This is an optimization exercise on Yosys and OpenROAD, whose aim is small area and few clock cycles, not a production implementation. Function was checked by simulation only, so behaviour that the tests miss may differ from the original.

==> build 29: inputs <==
==> flow/design.v <==
package sfc_pkg;
	localparam int NUM_MOTORS_DEF = 64;
	localparam int MOTOR_W = 6;
	localparam int CMD_W = 3;
	localparam int WORD_W = 64;
	localparam int WIDX_W = 2;
	localparam int STORE_BITS = 192;
	localparam int FRAME_CNT_W = 3;
	localparam logic [WORD_W-1:0] MASK_RESET = 64'hFFFF_FFFF_FFFF_0000;
	localparam logic KIND_FULL = 1'b0;
	localparam logic KIND_NOCLK = 1'b1;
	typedef enum logic [CMD_W-1:0] {
		CMD_STORE = 3'd0,
		CMD_CLR_ONE = 3'd1,
		CMD_CLR_ALL = 3'd2,
		CMD_SEND = 3'd3,
		CMD_SEND_AUTO = 3'd4,
		CMD_SEND_CHG = 3'd5,
		CMD_SEND_CHG_AUTO = 3'd6
	} cmd_t;
	typedef enum logic {
		ST_IDLE,
		ST_EMIT
	} state_t;
	typedef struct packed {
		logic store;
		logic clr_one;
		logic clr_all;
		logic sent_full;
		logic sent_noclk;
		logic sel_noclk;
		logic [WIDX_W-1:0] word_idx;
	} dp_cmd_t;
	typedef struct packed {
		logic rise;
		logic changed;
	} dp_sts_t;
endpackage
module stepper_shift_frame_composer #(
	parameter int NUM_MOTORS = sfc_pkg::NUM_MOTORS_DEF
) (
	input  logic                          clk,
	input  logic                          arst_n,
	input  logic                          cmd_valid,
	output logic                          cmd_ready,
	input  logic [sfc_pkg::CMD_W-1:0]     cmd_command,
	input  logic [sfc_pkg::MOTOR_W-1:0]   cmd_motor_index,
	input  logic                          cmd_clk_bit,
	input  logic                          cmd_dir_bit,
	input  logic                          cmd_stby_bit,
	output logic                          frame_valid,
	input  logic                          frame_ready,
	output logic [sfc_pkg::WORD_W-1:0]    frame_word,
	output logic [sfc_pkg::WIDX_W-1:0]    frame_word_index,
	output logic                          frame_end_of_frame,
	output logic                          frame_last,
	input  logic                          cfg_valid,
	output logic                          cfg_ready,
	input  logic [sfc_pkg::WORD_W-1:0]    cfg_data
);
	localparam int M = 64;
	localparam logic [1:0] P_F    = 2'd0;
	localparam logic [1:0] P_FN   = 2'd1;
	localparam logic [1:0] P_NFFN = 2'd2;
	localparam logic [1:0] P_NFN  = 2'd3;
	logic [M-1:0] c_clk, c_dir, c_stb;
	logic [M-1:0] s_clk, s_dir, s_stb;
	logic         s_nc;
	logic [M-1:0] mask_q;
	logic [1:0]   init_q;
	logic         busy_q;
	logic [1:0]   word_q;
	logic [1:0]   frm_q;
	logic [1:0]   plan_q;
	logic changed, rise, go, auto_cmd, acc, start, last_frame, last_xfer, nc_sel;
	logic is_store, is_clr1, is_clrall;
	logic [1:0] plan_d;
	logic dir_eff;
	assign cfg_ready = 1'b1;
	assign changed = |(c_dir ^ s_dir) | |(c_stb ^ s_stb) | |(c_clk ^ (s_clk & ~{M{s_nc}}));
	assign rise = |(c_stb & ~s_stb);
	assign is_store  = (cmd_command == sfc_pkg::CMD_STORE);
	assign is_clr1   = (cmd_command == sfc_pkg::CMD_CLR_ONE);
	assign is_clrall = (cmd_command == sfc_pkg::CMD_CLR_ALL);
	assign auto_cmd  = (cmd_command == sfc_pkg::CMD_SEND_AUTO) || (cmd_command == sfc_pkg::CMD_SEND_CHG_AUTO);
	always_comb begin
		case (cmd_command)
			sfc_pkg::CMD_SEND, sfc_pkg::CMD_SEND_AUTO: go = 1'b1;
			sfc_pkg::CMD_SEND_CHG, sfc_pkg::CMD_SEND_CHG_AUTO: go = changed;
			default: go = 1'b0;
		endcase
		if (!auto_cmd) plan_d = P_F;
		else if (!rise) plan_d = P_FN;
		else if (cmd_command == sfc_pkg::CMD_SEND_AUTO) plan_d = P_NFFN;
		else plan_d = P_NFN;
	end
	always_comb begin
		case (plan_q)
			P_F:    begin last_frame = (frm_q == 2'd0); nc_sel = 1'b0; end
			P_FN:   begin last_frame = (frm_q == 2'd1); nc_sel = (frm_q == 2'd1); end
			P_NFFN: begin last_frame = (frm_q == 2'd3); nc_sel = (frm_q == 2'd0) || (frm_q == 2'd3); end
			default: begin last_frame = (frm_q == 2'd2); nc_sel = (frm_q == 2'd0) || (frm_q == 2'd2); end
		endcase
	end
	assign last_xfer = busy_q && frame_ready && (word_q == 2'd2) && last_frame;
	assign cmd_ready = (init_q == 2'd0) && (!busy_q || !go || last_xfer);
	assign acc = cmd_valid && cmd_ready;
	assign start = acc && go;
	assign frame_valid = busy_q;
	assign frame_word_index = word_q;
	assign frame_end_of_frame = (word_q == 2'd2);
	assign frame_last = (word_q == 2'd2) && last_frame;
	assign dir_eff = cmd_dir_bit ^ mask_q[cmd_motor_index];
	always_ff @(posedge clk) begin
		for (int k = 0; k < M; k++) begin
			if (init_q == 2'd2) begin
				c_clk[k] <= 1'b0;
				c_dir[k] <= 1'b0;
				c_stb[k] <= 1'b0;
			end else if (acc && cmd_motor_index == 6'(k) && is_store) begin
				c_clk[k] <= cmd_clk_bit;
				c_dir[k] <= dir_eff;
				c_stb[k] <= cmd_stby_bit;
			end else if ((acc && cmd_motor_index == 6'(k) && is_clr1) || (acc && is_clrall)) begin
				c_clk[k] <= 1'b0;
				c_stb[k] <= 1'b0;
			end
		end
	end
	always_ff @(posedge clk) begin
		if (start || init_q == 2'd1) begin
			s_clk <= c_clk;
			s_dir <= c_dir;
			s_stb <= c_stb;
		end
	end
	always_ff @(posedge clk or negedge arst_n) begin
		if (!arst_n) begin
			init_q <= 2'd2;
			s_nc <= 1'b0;
			mask_q <= sfc_pkg::MASK_RESET;
			busy_q <= 1'b0;
			word_q <= 2'd0;
			frm_q <= 2'd0;
			plan_q <= P_F;
		end else begin
			if (init_q != 2'd0) init_q <= init_q - 2'd1;
			if (init_q == 2'd1) s_nc <= 1'b0;
			else if (start) s_nc <= auto_cmd;
			if (cfg_valid) mask_q <= cfg_data;
			if (start) begin
				busy_q <= 1'b1;
				word_q <= 2'd0;
				frm_q <= 2'd0;
				plan_q <= plan_d;
			end else begin
				if (last_xfer) busy_q <= 1'b0;
				if (busy_q && frame_ready) begin
					if (word_q == 2'd2) begin
						word_q <= 2'd0;
						frm_q <= frm_q + 2'd1;
					end else begin
						word_q <= word_q + 2'd1;
					end
				end
			end
		end
	end
	always_comb begin
		for (int j = 0; j < 64; j++) begin
			frame_word[63-j] = 1'b0;
			for (int w = 0; w < 3; w++) begin
				if (word_q == 2'(w)) begin
					case ((64*w + j) % 3)
						0: frame_word[63-j] = s_clk[(64*w + j) / 3] & ~nc_sel;
						1: frame_word[63-j] = s_dir[(64*w + j) / 3];
						default: frame_word[63-j] = s_stb[(64*w + j) / 3];
					endcase
				end
			end
		end
	end
endmodule
==> flow/run.sh <==
#!/bin/bash
# synth_recipe.tcl (not shown) runs the flow's synth.tcl, then flattens the netlist and writes it again
# the make line also repeats each setting of config.mk as NAME=value (left out here)
make -C /OpenROAD-flow-scripts/flow DESIGN_CONFIG=/design/flow/config.mk WORK_HOME=/design/flow/orfs CLKGATE_MAP_FILE= SYNTH_SCRIPT=/design/flow/synth_recipe.tcl finish
==> flow/config.mk <==
export PLATFORM = sky130hd
export DESIGN_NAME = stepper_shift_frame_composer
export DESIGN_NICKNAME = stepper_shift_frame_composer
export VERILOG_FILES = /design/flow/design.v
export SDC_FILE = /design/flow/constraint.sdc
export NUM_CORES = 4
export LEC_CHECK = 0
export CAP_MARGIN = 20
export CORE_MARGIN = 2
export CORE_UTILIZATION = 40
export SLEW_MARGIN = 20
==> flow/constraint.sdc <==
create_clock -name core_clock -period 5.0 [get_ports {clk}]
set_input_delay 1.0000 -clock core_clock [delete_from_list [all_inputs] [get_ports {clk}]]
set_output_delay 1.0000 -clock core_clock [all_outputs]
set_load 0.01 [all_outputs]
==> inputs of build 35, as changes to build 29 <==
==> flow/design.v, changed modules only <==
module stepper_shift_frame_composer #(
	parameter int NUM_MOTORS = sfc_pkg::NUM_MOTORS_DEF
) (
	input  logic                          clk,
	input  logic                          arst_n,
	input  logic                          cmd_valid,
	output logic                          cmd_ready,
	input  logic [sfc_pkg::CMD_W-1:0]     cmd_command,
	input  logic [sfc_pkg::MOTOR_W-1:0]   cmd_motor_index,
	input  logic                          cmd_clk_bit,
	input  logic                          cmd_dir_bit,
	input  logic                          cmd_stby_bit,
	output logic                          frame_valid,
	input  logic                          frame_ready,
	output logic [sfc_pkg::WORD_W-1:0]    frame_word,
	output logic [sfc_pkg::WIDX_W-1:0]    frame_word_index,
	output logic                          frame_end_of_frame,
	output logic                          frame_last,
	input  logic                          cfg_valid,
	output logic                          cfg_ready,
	input  logic [sfc_pkg::WORD_W-1:0]    cfg_data
);
	localparam int M = 64;
	localparam logic [1:0] P_F    = 2'd0;
	localparam logic [1:0] P_FN   = 2'd1;
	localparam logic [1:0] P_NFFN = 2'd2;
	localparam logic [1:0] P_NFN  = 2'd3;
	logic [M-1:0] c_clk, c_dir, c_stb;
	logic [M-1:0] s_clk, s_dir, s_stb;
	logic         s_nc;
	logic [M-1:0] mask_q;
	logic         mask_set_q;
	logic [1:0]   init_q;
	logic         busy_q;
	logic [2:0]   wsel_q;    
	logic [1:0]   frm_q;
	logic [1:0]   plan_q;
	logic changed, rise, go, auto_cmd, acc, start, start_idle, last_frame, last_xfer, adv;
	logic is_store, is_clr1, is_clrall, init1, init2;
	logic [1:0] plan_d, frm_nx;
	logic nc_first, nc_sel;
	logic dir_eff;
	assign cfg_ready = 1'b1;
	assign init1 = (init_q == 2'd1);
	assign init2 = (init_q == 2'd2);
	assign changed = |(c_dir ^ s_dir) | |(c_stb ^ s_stb) | (s_nc ? |c_clk : |(c_clk ^ s_clk));
	assign rise = |(c_stb & ~s_stb);
	assign is_store  = (cmd_command == sfc_pkg::CMD_STORE);
	assign is_clr1   = (cmd_command == sfc_pkg::CMD_CLR_ONE);
	assign is_clrall = (cmd_command == sfc_pkg::CMD_CLR_ALL);
	assign auto_cmd  = (cmd_command == sfc_pkg::CMD_SEND_AUTO) || (cmd_command == sfc_pkg::CMD_SEND_CHG_AUTO);
	always_comb begin
		case (cmd_command)
			sfc_pkg::CMD_SEND, sfc_pkg::CMD_SEND_AUTO: go = 1'b1;
			sfc_pkg::CMD_SEND_CHG, sfc_pkg::CMD_SEND_CHG_AUTO: go = changed;
			default: go = 1'b0;
		endcase
		if (!auto_cmd) plan_d = P_F;
		else if (!rise) plan_d = P_FN;
		else if (cmd_command == sfc_pkg::CMD_SEND_AUTO) plan_d = P_NFFN;
		else plan_d = P_NFN;
		nc_first = auto_cmd && rise;
	end
	assign frm_nx = frm_q + 2'd1;
	always_comb begin
		case (plan_q)
			P_F:    begin last_frame = (frm_q == 2'd0); nc_sel = 1'b0; end
			P_FN:   begin last_frame = (frm_q == 2'd1); nc_sel = (frm_q == 2'd1); end
			P_NFFN: begin last_frame = (frm_q == 2'd3); nc_sel = (frm_q == 2'd0) || (frm_q == 2'd3); end
			default: begin last_frame = (frm_q == 2'd2); nc_sel = (frm_q == 2'd0) || (frm_q == 2'd2); end
		endcase
	end
	assign adv = busy_q && frame_ready;
	assign last_xfer = adv && wsel_q[2] && last_frame;
	assign cmd_ready = (init_q == 2'd0) && (!busy_q || !go || last_xfer);
	assign acc = cmd_valid && cmd_ready;
	assign start = acc && go;
	assign start_idle = start && !busy_q;
	assign frame_valid = busy_q || start_idle;
	assign frame_word_index = {wsel_q[2], wsel_q[1]};
	assign frame_end_of_frame = wsel_q[2];
	assign frame_last = wsel_q[2] && last_frame;
	assign dir_eff = cmd_dir_bit ^ (mask_set_q ? mask_q[cmd_motor_index] : (cmd_motor_index[5:4] != 2'd0));
	always_ff @(posedge clk) begin
		if (cfg_valid) mask_q <= cfg_data;
	end
	logic [M-1:0] en_cs, en_d;
	logic clr_g, wr_cs, wr_d, st_c, st_d, st_s;
	assign clr_g = init2 || (acc && is_clrall);
	assign wr_cs = acc && (is_store || is_clr1);
	assign wr_d = acc && is_store;
	assign st_c = wr_d && cmd_clk_bit;
	assign st_d = wr_d && dir_eff;
	assign st_s = wr_d && cmd_stby_bit;
	always_comb begin
		for (int k = 0; k < M; k++) begin
			en_cs[k] = clr_g || (wr_cs && cmd_motor_index == 6'(k));
			en_d[k] = init2 || (wr_d && cmd_motor_index == 6'(k));
		end
	end
	always_ff @(posedge clk) begin
		for (int k = 0; k < M; k++) begin
			if (en_cs[k]) begin
				c_clk[k] <= st_c;
				c_stb[k] <= st_s;
			end
			if (en_d[k]) c_dir[k] <= st_d;
		end
	end
	always_ff @(posedge clk) begin
		if (start || init1) begin
			s_clk <= c_clk;
			s_dir <= c_dir;
			s_stb <= c_stb;
		end
	end
	always_ff @(posedge clk or negedge arst_n) begin
		if (!arst_n) begin
			init_q <= 2'd2;
			s_nc <= 1'b0;
			mask_set_q <= 1'b0;
			busy_q <= 1'b0;
			wsel_q <= 3'b000;
			frm_q <= 2'd0;
			plan_q <= P_F;
		end else begin
			if (init_q != 2'd0) init_q <= init_q - 2'd1;
			if (init1) s_nc <= 1'b0;
			else if (start) s_nc <= auto_cmd;
			if (cfg_valid) mask_set_q <= 1'b1;
			if (start) begin
				busy_q <= 1'b1;
				frm_q <= 2'd0;
				plan_q <= plan_d;
				if (start_idle && frame_ready) wsel_q <= 3'b010;
				else wsel_q <= 3'b001;
			end else begin
				if (last_xfer) begin
					busy_q <= 1'b0;
					wsel_q <= 3'b000;
				end else if (adv) begin
					wsel_q <= {wsel_q[1:0], wsel_q[2]};
					if (wsel_q[2]) frm_q <= frm_nx;
				end
			end
		end
	end
	logic idle_sel, idle_selc;
	assign idle_sel = !busy_q;
	assign idle_selc = !busy_q && !nc_first;
	always_comb begin
		for (int j = 0; j < 64; j++) begin
			case (j % 3)
				0: frame_word[63-j] = c_clk[j / 3] & idle_selc;
				1: frame_word[63-j] = c_dir[j / 3] & idle_sel;
				default: frame_word[63-j] = c_stb[j / 3] & idle_sel;
			endcase
			for (int w = 0; w < 3; w++) begin
				case ((64*w + j) % 3)
					0: frame_word[63-j] = frame_word[63-j] | (s_clk[(64*w + j) / 3] & wsel_q[w] & !nc_sel);
					1: frame_word[63-j] = frame_word[63-j] | (s_dir[(64*w + j) / 3] & wsel_q[w]);
					default: frame_word[63-j] = frame_word[63-j] | (s_stb[(64*w + j) / 3] & wsel_q[w]);
				endcase
			end
		end
	end
endmodule
==> flow/flow/run.sh (new file) <==
#!/bin/bash
# Standard layout with smaller port buffers and a clock tree with larger
# sink clusters and no dummy loads.
set -euo pipefail
export BUFFER_PORTS_ARGS="-buffer_cell sky130_fd_sc_hd__buf_1"
export CTS_ARGS="-sink_clustering_enable -repair_clock_nets -dont_use_dummy_load -sink_clustering_size 16 -sink_clustering_max_diameter 50 -buf_list {sky130_fd_sc_hd__clkbuf_8}"
bash standard.sh > make_finish.log 2>&1
==> flow/standard.sh (new file) <==
#!/bin/bash
# synth_recipe.tcl (not shown) runs the flow's synth.tcl, then flattens the netlist and writes it again
# the make line also repeats each setting of config.mk as NAME=value (left out here)
make -C /OpenROAD-flow-scripts/flow DESIGN_CONFIG=/design/flow/config.mk WORK_HOME=/design/flow/orfs CLKGATE_MAP_FILE= SYNTH_SCRIPT=/design/flow/synth_recipe.tcl "${@:-finish}"
Settings changed: CORE_UTILIZATION 40 to 70, SETUP_SLACK_MARGIN set to 0.1.
removed: flow/run.sh
==> inputs of trial 2, as changes to build 29 <==
==> flow/design.v, changed modules only <==
module stepper_shift_frame_composer #(
	parameter int NUM_MOTORS = sfc_pkg::NUM_MOTORS_DEF
) (
	input  logic                          clk,
	input  logic                          arst_n,
	input  logic                          cmd_valid,
	output logic                          cmd_ready,
	input  logic [sfc_pkg::CMD_W-1:0]     cmd_command,
	input  logic [sfc_pkg::MOTOR_W-1:0]   cmd_motor_index,
	input  logic                          cmd_clk_bit,
	input  logic                          cmd_dir_bit,
	input  logic                          cmd_stby_bit,
	output logic                          frame_valid,
	input  logic                          frame_ready,
	output logic [sfc_pkg::WORD_W-1:0]    frame_word,
	output logic [sfc_pkg::WIDX_W-1:0]    frame_word_index,
	output logic                          frame_end_of_frame,
	output logic                          frame_last,
	input  logic                          cfg_valid,
	output logic                          cfg_ready,
	input  logic [sfc_pkg::WORD_W-1:0]    cfg_data
);
	localparam int M = 64;
	localparam logic [1:0] P_F    = 2'd0;
	localparam logic [1:0] P_FN   = 2'd1;
	localparam logic [1:0] P_NFFN = 2'd2;
	localparam logic [1:0] P_NFN  = 2'd3;
	logic [M-1:0] c_clk, c_dir, c_stb;
	logic [M-1:0] s_clk, s_dir, s_stb;
	logic         s_nc;
	logic [M-1:0] mask_q;
	logic         mask_set_q;
	logic [1:0]   init_q;
	logic         busy_q;
	logic [2:0]   wsel_q;    
	logic [1:0]   frm_q;
	logic [1:0]   plan_q;
	logic changed, rise, go, auto_cmd, acc, start, start_idle, last_frame, last_xfer, adv;
	logic is_store, is_clr1, is_clrall, init1, init2;
	logic [1:0] plan_d, frm_nx;
	logic nc_first, nc_sel;
	logic dir_eff;
	assign cfg_ready = 1'b1;
	assign init1 = (init_q == 2'd1);
	assign init2 = (init_q == 2'd2);
	assign changed = |(c_dir ^ s_dir) | |(c_stb ^ s_stb) | (s_nc ? |c_clk : |(c_clk ^ s_clk));
	assign rise = |(c_stb & ~s_stb);
	assign is_store  = (cmd_command == sfc_pkg::CMD_STORE);
	assign is_clr1   = (cmd_command == sfc_pkg::CMD_CLR_ONE);
	assign is_clrall = (cmd_command == sfc_pkg::CMD_CLR_ALL);
	assign auto_cmd  = (cmd_command == sfc_pkg::CMD_SEND_AUTO) || (cmd_command == sfc_pkg::CMD_SEND_CHG_AUTO);
	always_comb begin
		case (cmd_command)
			sfc_pkg::CMD_SEND, sfc_pkg::CMD_SEND_AUTO: go = 1'b1;
			sfc_pkg::CMD_SEND_CHG, sfc_pkg::CMD_SEND_CHG_AUTO: go = changed;
			default: go = 1'b0;
		endcase
		if (!auto_cmd) plan_d = P_F;
		else if (!rise) plan_d = P_FN;
		else if (cmd_command == sfc_pkg::CMD_SEND_AUTO) plan_d = P_NFFN;
		else plan_d = P_NFN;
		nc_first = auto_cmd && rise;
	end
	assign frm_nx = frm_q + 2'd1;
	always_comb begin
		case (plan_q)
			P_F:    begin last_frame = (frm_q == 2'd0); nc_sel = 1'b0; end
			P_FN:   begin last_frame = (frm_q == 2'd1); nc_sel = (frm_q == 2'd1); end
			P_NFFN: begin last_frame = (frm_q == 2'd3); nc_sel = (frm_q == 2'd0) || (frm_q == 2'd3); end
			default: begin last_frame = (frm_q == 2'd2); nc_sel = (frm_q == 2'd0) || (frm_q == 2'd2); end
		endcase
	end
	assign adv = busy_q && frame_ready;
	assign last_xfer = adv && wsel_q[2] && last_frame;
	assign cmd_ready = (init_q == 2'd0) && (!busy_q || !go || last_xfer);
	assign acc = cmd_valid && cmd_ready;
	assign start = acc && go;
	assign start_idle = start && !busy_q;
	assign frame_valid = busy_q || start_idle;
	assign frame_word_index = {wsel_q[2], wsel_q[1]};
	assign frame_end_of_frame = wsel_q[2];
	assign frame_last = wsel_q[2] && last_frame;
	assign dir_eff = cmd_dir_bit ^ (mask_set_q ? mask_q[cmd_motor_index] : (cmd_motor_index[5:4] != 2'd0));
	always_ff @(posedge clk) begin
		if (cfg_valid) mask_q <= cfg_data;
	end
	logic [M-1:0] en_cs, en_d;
	logic clr_g, wr_cs, wr_d, st_c, st_d, st_s;
	assign clr_g = init2 || (acc && is_clrall);
	assign wr_cs = acc && (is_store || is_clr1);
	assign wr_d = acc && is_store;
	assign st_c = wr_d && cmd_clk_bit;
	assign st_d = wr_d && dir_eff;
	assign st_s = wr_d && cmd_stby_bit;
	always_comb begin
		for (int k = 0; k < M; k++) begin
			en_cs[k] = clr_g || (wr_cs && cmd_motor_index == 6'(k));
			en_d[k] = init2 || (wr_d && cmd_motor_index == 6'(k));
		end
	end
	always_ff @(posedge clk) begin
		for (int k = 0; k < M; k++) begin
			if (en_cs[k]) begin
				c_clk[k] <= st_c;
				c_stb[k] <= st_s;
			end
			if (en_d[k]) c_dir[k] <= st_d;
		end
	end
	always_ff @(posedge clk) begin
		if (start || init1) begin
			s_clk <= c_clk;
			s_dir <= c_dir;
			s_stb <= c_stb;
		end
	end
	always_ff @(posedge clk or negedge arst_n) begin
		if (!arst_n) begin
			init_q <= 2'd2;
			s_nc <= 1'b0;
			mask_set_q <= 1'b0;
			busy_q <= 1'b0;
			wsel_q <= 3'b000;
			frm_q <= 2'd0;
			plan_q <= P_F;
		end else begin
			if (init_q != 2'd0) init_q <= init_q - 2'd1;
			if (init1) s_nc <= 1'b0;
			else if (start) s_nc <= auto_cmd;
			if (cfg_valid) mask_set_q <= 1'b1;
			if (start) begin
				busy_q <= 1'b1;
				frm_q <= 2'd0;
				plan_q <= plan_d;
				if (start_idle && frame_ready) wsel_q <= 3'b010;
				else wsel_q <= 3'b001;
			end else begin
				if (last_xfer) begin
					busy_q <= 1'b0;
					wsel_q <= 3'b000;
				end else if (adv) begin
					wsel_q <= {wsel_q[1:0], wsel_q[2]};
					if (wsel_q[2]) frm_q <= frm_nx;
				end
			end
		end
	end
	logic idle_sel, idle_selc;
	assign idle_sel = !busy_q;
	assign idle_selc = !busy_q && !nc_first;
	always_comb begin
		for (int j = 0; j < 64; j++) begin
			case (j % 3)
				0: frame_word[63-j] = c_clk[j / 3] & idle_selc;
				1: frame_word[63-j] = c_dir[j / 3] & idle_sel;
				default: frame_word[63-j] = c_stb[j / 3] & idle_sel;
			endcase
			for (int w = 0; w < 3; w++) begin
				case ((64*w + j) % 3)
					0: frame_word[63-j] = frame_word[63-j] | (s_clk[(64*w + j) / 3] & wsel_q[w] & !nc_sel);
					1: frame_word[63-j] = frame_word[63-j] | (s_dir[(64*w + j) / 3] & wsel_q[w]);
					default: frame_word[63-j] = frame_word[63-j] | (s_stb[(64*w + j) / 3] & wsel_q[w]);
				endcase
			end
		end
	end
endmodule
==> flow/flow/run.sh (new file) <==
#!/bin/bash
# Standard layout with smaller port buffers and a clock tree with larger
# sink clusters and no dummy loads.
set -euo pipefail
export BUFFER_PORTS_ARGS="-buffer_cell sky130_fd_sc_hd__buf_1"
export CTS_ARGS="-sink_clustering_enable -repair_clock_nets -dont_use_dummy_load -sink_clustering_size 16 -sink_clustering_max_diameter 50 -buf_list {sky130_fd_sc_hd__clkbuf_8}"
bash standard.sh > make_finish.log 2>&1
==> flow/standard.sh (new file) <==
#!/bin/bash
# synth_recipe.tcl (not shown) runs the flow's synth.tcl, then flattens the netlist and writes it again
# the make line also repeats each setting of config.mk as NAME=value (left out here)
make -C /OpenROAD-flow-scripts/flow DESIGN_CONFIG=/design/flow/config.mk WORK_HOME=/design/flow/orfs CLKGATE_MAP_FILE= SYNTH_SCRIPT=/design/flow/synth_recipe.tcl "${@:-finish}"
Settings changed: CORE_UTILIZATION 40 to 60, SETUP_SLACK_MARGIN set to 0.1.
removed: flow/run.sh
==> flow_summary.yaml <==
setup_path:
  crit_chain: "ha_1, nand4_1, nor2_1, or4b_1, nor4_1, nand4_1, o21ai_2, nand2_1, buf_1"
synthesis:
  ys_ff_latch: 460
finish:
  seq_cell_count: 460
  final_common_cell: "edfxtp_1"
power_and_ir_drop:
  powerClk_mw: 1.99
run_status:
  run_status: "no timing/DRC/antenna violations"
The numbers above come from trial 2.

==> flow_summary.yaml <==
run_status:
  run_status: "no timing/DRC/antenna violations"
finish:
  final_common_cell: "nor2_1"
  seqCellArea_mm2: 0.0115
  seq_cell_count: 458
  nonClkBufAreaFrac: 0.0843
synthesis:
  ys_ff_latch: 458
setup_path:
  cp.required_ps: 4000
  crit_chain: "buf_6, buf_4, nand2b_1, a21oi_2, nand4_1, nor4b_4, buf_4, nand4_1, nor4_2, buf_4, o211a_1, clkdlybuf4s50_1"
routing:
  wl_per_cell_um: 29.0
sta:
  layout_setup_ws_ps: 107
power_and_ir_drop:
  p_switching_mw: 3.67
  powerClk_mw: 3.76
placement:
  pre_cts_ws_ps: 371
The numbers above come from build 29.

==> flow_summary.yaml <==
synthesis:
  synth_cells: 1390
flow_run:
  cap_violations: 0
finish:
  final_common_cell: "edfxtp_1"
  seq_cell_count: 460
routing:
  vias_per_cell: 7.02
  highest-signal-layer: "met4"
  wirelength_um: 61200
power_and_ir_drop:
  powerClk_mw: 1.89
hold_path:
  worstHoldPathType: "reg2reg"
run_status:
  run_status: "no timing/DRC/antenna violations"
The numbers above come from build 35.

Testbench counts of build 29, summed over its fixed seeds: cycles 9,728.
Testbench counts of build 35, summed over its fixed seeds: cycles 9,472.
Testbench counts of trial 2, summed over its fixed seeds: cycles 9,472.

[afterwards: timing with drivers on the ports]
The results above use ideal ports. As a check the final layouts listed here were re-extracted and re-timed, cells and wires unchanged. Step 1 (the two cells are an assumption about what drives the block):
set clk [get_ports {clk}]
set_driving_cell -lib_cell sky130_fd_sc_hd__clkbuf_16 $clk
set_driving_cell -lib_cell sky130_fd_sc_hd__buf_2 [delete_from_list [all_inputs] $clk]
Step 2 also shifts input and output timing later by t, the mid clock arrival at the registers, as if the neighbouring blocks saw the same clock. Three values: ideal ports, drivers, drivers and shift; two values: the first two.
run | shift t [ns] | setup slack, ns | hold WS [ns] | worst register clock-pin slew, ns
build 29 | 0.658 | 0.107 / 0.046 / 0.397 | 0.458 / 0.458 / 0.458 | 0.07 / 0.07
build 35 | 0.619 | 0.278 / 0.229 / 0.585 | 0.444 / 0.423 / 0.444 | 0.11 / 0.11
trial 2 | 0.634 | 0.067 / 0.015 / 0.048 | 0.444 / 0.437 / 0.444 | 0.11 / 0.11
After both steps every run listed still meets setup and hold. The setup slack of trial 2, which loses most, moves by -0.052 ns with the drivers and by -0.019 ns with both steps.
